This is an optimization exercise on Yosys and OpenROAD, whose aim is small area, a short achievable clock period and few clock cycles per item, not a production implementation. Where RTL was checked, it was by simulation tests only, not by an equivalence proof against the original. No activity file was given, so power comes from the tool's default toggle rates.

== P ==
// colourTop
module colourTop (
	input logic CLOCK_50_I,
	input logic resetn,
	input logic [3:0] paddr,
	input logic psel,
	input logic penable,
	input logic pwrite,
	input logic [31:0] pwdata,
	output logic [31:0] prdata,
	output logic pready,
	output logic pslverr,
	output logic memRdEn,
	output colourPkg::addr_t memRdAddr,
	input colourPkg::word_t memRdData,
	output logic memWrEn,
	output colourPkg::addr_t memWrAddr,
	output colourPkg::word_t memWrData
);
clock: 9.0 ns
lec_check: 0
cap_margin: 20
core_margin: 2
core_utilization: 40
cts_cluster_diameter: 80
cts_cluster_size: 28
place_density: 0.6
setup_slack_margin: 5.0
slew_margin: 20
run.sh (not shown) runs the stock make flow with config.mk's settings and CLKGATE_MAP_FILE= SYNTH_SCRIPT=/design/flow/synth_recipe.tcl, a recipe that flattens the netlist after the stock synthesis.
P went all the way through the flow, and no timing, DRC or antenna check failed.
Input changes introduced in Q (baseline for comparison: P):
==> flow/flow/run.sh (new file) <==
#!/bin/bash
set -e
bash standard.sh finish SETUP_SLACK_MARGIN=5.6 > standard.log 2>&1
==> flow/standard.sh (new file) <==
#!/bin/bash
# synth_recipe.tcl (not shown) runs the flow's synth.tcl, then flattens the netlist and writes it again
# the make line also repeats each setting of config.mk as NAME=value (left out here)
make -C /OpenROAD-flow-scripts/flow DESIGN_CONFIG=/design/flow/config.mk WORK_HOME=/design/flow/orfs CLKGATE_MAP_FILE= SYNTH_SCRIPT=/design/flow/synth_recipe.tcl "${@:-finish}"
removed: flow/run.sh
### Flow results
Q vs. P: first-iteration DRC count went up by about 10%.
Between Q and P, it is Q whose final cell count is higher, by 42.
Mapped cell area: P vs Q identical
Q vs. P: area added between synthesis and finish went up by 3.4 points.
Looking at sequential fraction of design power, Q sits 1.5 points below P.
Reported for P and Q, final sequential cell count turned out identical to the last digit.
In Q the final-stage net count turned out about 1.3% higher than in P.
Going from P to Q, total power went up about 5%; total CTS buffers went up 7.7%; clock period minus worst slack went down; worst hold slack neither gained nor lost much.
Input-level comparison between R and Q:
==> flow/flow/run.sh <==
#!/bin/bash
set -e
bash standard.sh finish SETUP_SLACK_MARGIN=5.9 > standard.log 2>&1
Notes after the runs:
R gives more via count of the first global-routing pass than Q did.
Met3 track utilization from global routing, Q and R: higher on R
R vs Q — number of non-clock buffers in the layout rose 77%.
R vs Q, termination of the worst setup path: csc.bPart[14] vs memWrAddr[1]
[compare] base=Q new=R: worst reg2reg path depth climbed 9; total power consumption of the routed design has increased; power in combinational cells has increased; number of pins exceeding their max-slew limit in the final report essentially unchanged.
Inputs modified between R and S:
==> flow/flow/run.sh <==
#!/bin/bash
set -e
bash standard.sh finish SETUP_SLACK_MARGIN=5.75 > standard.log 2>&1
Findings:
Every stage of the flow completed for S, and the final layout passed the timing, design-rule and antenna checks. R → S: routed wire length on met3 climbed about 2.8%, met2 track utilization from global routing dropped 1.5 points, wire length reported by the detailed router dropped 5.1%, internal power component dropped about 8%. Per the comparison of S with R, via count of the first global-routing pass now sits lower, final instance area went down by about 4.5%, multi-input combinational area share +0.54 points, total power shrank by about 7%.
Function was not checked in any run of this note: the RTL went through the layout flow alone.

before:
colourTop, a different RTL version from the one above (not shown whole).
Size: about 2500 cells after synthesis, ~480 flip-flops, about 150 I/O pins, about 26000 um2 of cells after synthesis.
==> flow/config.mk <==
export PLATFORM = sky130hd
export DESIGN_NAME = colourTop
export DESIGN_NICKNAME = colourTop
export VERILOG_FILES = /design/flow/design.v
export SDC_FILE = /design/flow/constraint.sdc
export NUM_CORES = 4
export LEC_CHECK = 0
export CAP_MARGIN = 20
export CORE_MARGIN = 2
export CORE_UTILIZATION = 40
export CTS_CLUSTER_DIAMETER = 80
export CTS_CLUSTER_SIZE = 28
export PLACE_DENSITY = 0.6
export SETUP_SLACK_MARGIN = 5.0
export SLEW_MARGIN = 20
==> flow/constraint.sdc <==
create_clock -name core_clock -period 9.0 [get_ports {CLOCK_50_I}]
set_input_delay 1.8000 -clock core_clock [delete_from_list [all_inputs] [get_ports {CLOCK_50_I}]]
set_output_delay 1.8000 -clock core_clock [all_outputs]
set_load 0.01 [all_outputs]
standard.sh (not shown) runs the stock make flow with config.mk's settings and CLKGATE_MAP_FILE= SYNTH_SCRIPT=/design/flow/synth_recipe.tcl, a recipe that flattens the netlist after the stock synthesis.
==> flow/flow/run.sh <==
#!/bin/bash
set -e
bash standard.sh finish SETUP_SLACK_MARGIN=5.9 "BUFFER_PORTS_ARGS=-buffer_cell sky130_fd_sc_hd__buf_4" > standard.log 2>&1
Testbench counts of before, summed over its fixed seeds: cycles 921,728, frames 8.
[inputs] after vs before
# before
export LEC_CHECK = 0
export CAP_MARGIN = 20
export CORE_MARGIN = 2
export CORE_UTILIZATION = 40
export CTS_CLUSTER_DIAMETER = 80
export CTS_CLUSTER_SIZE = 28
export PLACE_DENSITY = 0.6
export SETUP_SLACK_MARGIN = 5.0
export SLEW_MARGIN = 20
create_clock -name core_clock -period 9.0 [get_ports {CLOCK_50_I}]
# after
export LEC_CHECK = 0
export CAP_MARGIN = 20
export CORE_MARGIN = 2
export CORE_UTILIZATION = 40
export CTS_CLUSTER_DIAMETER = 85
export CTS_CLUSTER_SIZE = 32
export PLACE_DENSITY = 0.6
export SETUP_SLACK_MARGIN = 5.0
export SLEW_MARGIN = 20
create_clock -name core_clock -period 9.0 [get_ports {CLOCK_50_I}]
==> flow/flow/run.sh <==
#!/bin/bash
set -e
bash standard.sh finish SETUP_SLACK_MARGIN=5.7 "BUFFER_PORTS_ARGS=-buffer_cell sky130_fd_sc_hd__buf_4" > standard.log 2>&1
[summary]
Comparing after with before, the routed length per instance came out essentially unchanged. From before to after the numbers moved as follows: sequential standard cell area lower, logic gate share of total power fell by 0.9 points, global-route wire length before repair shows a reduction of 1.6%, total of clock buffers placed in the layout dropped 9, sum of buffers and inverters on the critical path up 2. NOTE power after layout before->after decreased by a few percent. In the flow results for before and after, the number of buffers outside the clock class in the layout is smaller on after. A critical path capture point of csc.gPart[24] is what before shows, while csc.rPart[16] belongs to after.

## run 1
Another version of the RTL of colourTop (not shown whole).
For scale: roughly 2,400 cells after synthesis, about 150 I/O pins, about 26,000 sq um of cells after synthesis.
export LEC_CHECK = 0
export CAP_MARGIN = 20
export CORE_MARGIN = 2
export CORE_UTILIZATION = 40
export PLACE_DENSITY = 0.6
export SETUP_SLACK_MARGIN = 4.6
export SLEW_MARGIN = 20
create_clock -name core_clock -period 9.0 [get_ports {CLOCK_50_I}]
run.sh (not shown) runs the stock make flow with config.mk's settings and CLKGATE_MAP_FILE= SYNTH_SCRIPT=/design/flow/synth_recipe.tcl, a recipe that flattens the netlist after the stock synthesis.
Stock flow here: none of the scripts above is used.
Input-level comparison between run 2 and run 1:
Settings: swapping 4.6 for 4.2 in SETUP_SLACK_MARGIN.
--- outcome ---
Run 2: all stages complete, timing, DRC and antenna checks passed. Run 1 completed every stage of the flow, and the final layout passed the timing, design-rule and antenna checks. Summary — fmax, run 2 relative to run 1: lower, by about 1.3%. Comparing relative contribution of combinational cells to total power for run 1 and run 2, the smaller number came from run 2. As far as area of all sequential standard cells is concerned, run 1 and run 2 perform about the same. Run 1 → run 2: power of the sequential group closely matched the old numbers, simple-gate area share of the yosys netlist closely matched the old numbers, data arrival time of the critical path increased by 0.05 ns relative to the old numbers, required time of the critical path closely matched the old numbers. The setup slack of run 2 is smaller than that of run 1. Run 1 has lower share of the final layout cell area in multi-input gates than run 2. Diff run 1 and run 2: register-to-register slack lower in run 2. Compared with run 1, run 2 shows sum of net half-perimeters after detailed placement that has gone down slightly.
Function was not checked in any run of this note: the RTL went through the layout flow alone.

colourTop, a different RTL version from the one above (not shown whole).
Size in the first run: ~3,000 cells after synthesis, roughly 460 flip-flops, about 150 I/O pins, ~27,000 sq um of cells after synthesis.
==> flow/config.mk <==
export PLATFORM = sky130hd
export DESIGN_NAME = colourTop
export DESIGN_NICKNAME = colourTop
export VERILOG_FILES = /design/flow/design.v
export SDC_FILE = /design/flow/constraint.sdc
export NUM_CORES = 4
export LEC_CHECK = 0
export ABC_AREA = 1
export CAP_MARGIN = 20
export CORE_MARGIN = 2
export CORE_UTILIZATION = 40
export CTS_CLUSTER_DIAMETER = 80
export CTS_CLUSTER_SIZE = 28
export PLACE_DENSITY = 0.6
export SETUP_SLACK_MARGIN = 4.8
export SLEW_MARGIN = 20
==> flow/constraint.sdc <==
create_clock -name core_clock -period 9.0 [get_ports {CLOCK_50_I}]
set_input_delay 1.8000 -clock core_clock [delete_from_list [all_inputs] [get_ports {CLOCK_50_I}]]
set_output_delay 1.8000 -clock core_clock [all_outputs]
set_load 0.01 [all_outputs]
The baseline finished clean.
Testbench counts at the start, summed over its fixed seeds: cycles 921,712, frames 8.
Next try:
--- a/flow/config.mk
+++ b/flow/config.mk
@@ -8 +7,0 @@
-export ABC_AREA = 1
@@ -12,2 +11,2 @@
-export CTS_CLUSTER_DIAMETER = 80
-export CTS_CLUSTER_SIZE = 28
+export CTS_BUF_LIST = sky130_fd_sc_hd__clkbuf_8
+export CTS_CLUSTER_SIZE = 25
Design area went down by a few percent; power went up by well over a third; count of clock-buffer cells in the layout went up by 62; hold slack got worse by 0.017 ns; synthesized cell count went down by about a fifth; clock skew went down by 0.020 ns; synthesized area went down by a few percent; via count went down by roughly a tenth; global-route usage is about the same; wire length went down by a few percent; cell count went down by about a fifth.

colourTop with an RTL version that a note above also has.
Size in the first run: ~2500 cells after synthesis.
export LEC_CHECK = 0
export CAP_MARGIN = 20
export CORE_MARGIN = 2
export CORE_UTILIZATION = 40
export CTS_CLUSTER_DIAMETER = 80
export CTS_CLUSTER_SIZE = 28
export PLACE_DENSITY = 0.6
export SETUP_SLACK_MARGIN = 5.0
export SLEW_MARGIN = 20
create_clock -name core_clock -period 9.0 [get_ports {CLOCK_50_I}]
standard.sh (not shown) runs the stock make flow with config.mk's settings and CLKGATE_MAP_FILE= SYNTH_SCRIPT=/design/flow/synth_recipe.tcl, a recipe that flattens the netlist after the stock synthesis.
==> flow/flow/run.sh <==
#!/bin/bash
set -e
bash standard.sh finish SETUP_SLACK_MARGIN=5.7 "BUFFER_PORTS_ARGS=-buffer_cell sky130_fd_sc_hd__buf_4" > standard.log 2>&1
Testbench counts at the start, summed over its fixed seeds: cycles 921,728, frames 8.
Then changed:
==> flow/flow/run.sh (replaced) <==
#!/bin/bash
set -e
bash standard.sh finish SETUP_SLACK_MARGIN=5.8 "BUFFER_PORTS_ARGS=-buffer_cell sky130_fd_sc_hd__buf_4" > standard.log 2>&1
CTS_CLUSTER_DIAMETER = 85   (was 80)
CTS_CLUSTER_SIZE = 32   (was 28)
- die area does not change
- worst setup slack improved by 0.14 ns
- sequential share of layout area came out lower by 0.54 points
- clock skew went down by 0.0075 ns
- clock-buffer cell count goes down by 4
- total power rises by a few percent
- cell area increases slightly
- sequential power stays flat
- wire length goes up slightly
- global-route usage stays flat

[separate check: timing with driven ports]
Ports are ideal in the flow. The routed layouts listed here were re-timed in OpenROAD.
Step 1, drivers: a clkbuf_16 drives CLOCK_50_I and a buf_2 each remaining input, both assumed.
Step 2 also shifts input and output timing later by t, the mid clock arrival at the registers, as if the neighbouring blocks saw the same clock.
a / b / c = no drivers / after step 1 / after step 2; a / b = the first two.
run | shift t [ns] | slack for setup (ns) | worst setup path at the end | clock arrival spread, ns | worst slew at a driven data input, ns
P | 0.673 | 5.135 / 5.135 / 4.827 | input to register | 0.024 / 0.024 | 0.05
Q | 0.684 | 5.650 / 5.586 / 5.143 | input to register | 0.047 / 0.046 | 0.05
R | 0.680 | 5.602 / 5.602 / 5.277 | input to register | 0.048 / 0.048 | 0.05
S | 0.657 | 5.667 / 5.667 / 5.298 | input to register | 0.031 / 0.030 | 0.05
before | 0.655 | 5.819 / 5.819 / 5.471 | input to register | 0.030 / 0.031 | 0.05
after | 0.653 | 5.713 / 5.713 / 5.367 | input to register | 0.034 / 0.034 | 0.04
run 1 | 0.645 | 4.296 / 4.296 / 4.296 | register to register | 0.036 / 0.035 | 0.07
run 2 | 0.643 | 4.233 / 4.233 / 4.233 | register to register | 0.023 / 0.023 | 0.05
the first run of note 4 | 0.651 | 4.930 / 4.875 / 4.579 | input to register | 0.049 / 0.049 | 0.03
the second run of note 4 | 0.686 | 4.972 / 4.972 / 4.926 | input to register | 0.029 / 0.029 | 0.04
the first run of note 5 | 0.663 | 5.695 / 5.695 / 5.346 | input to register | 0.037 / 0.038 | 0.04
the second run of note 5 | 0.658 | 5.830 / 5.830 / 5.477 | input to register | 0.036 / 0.036 | 0.04
After both steps every run listed still meets setup and hold. For Q, which loses most, drivers alone change the setup slack by -0.064 ns; drivers and shift together by -0.507 ns.
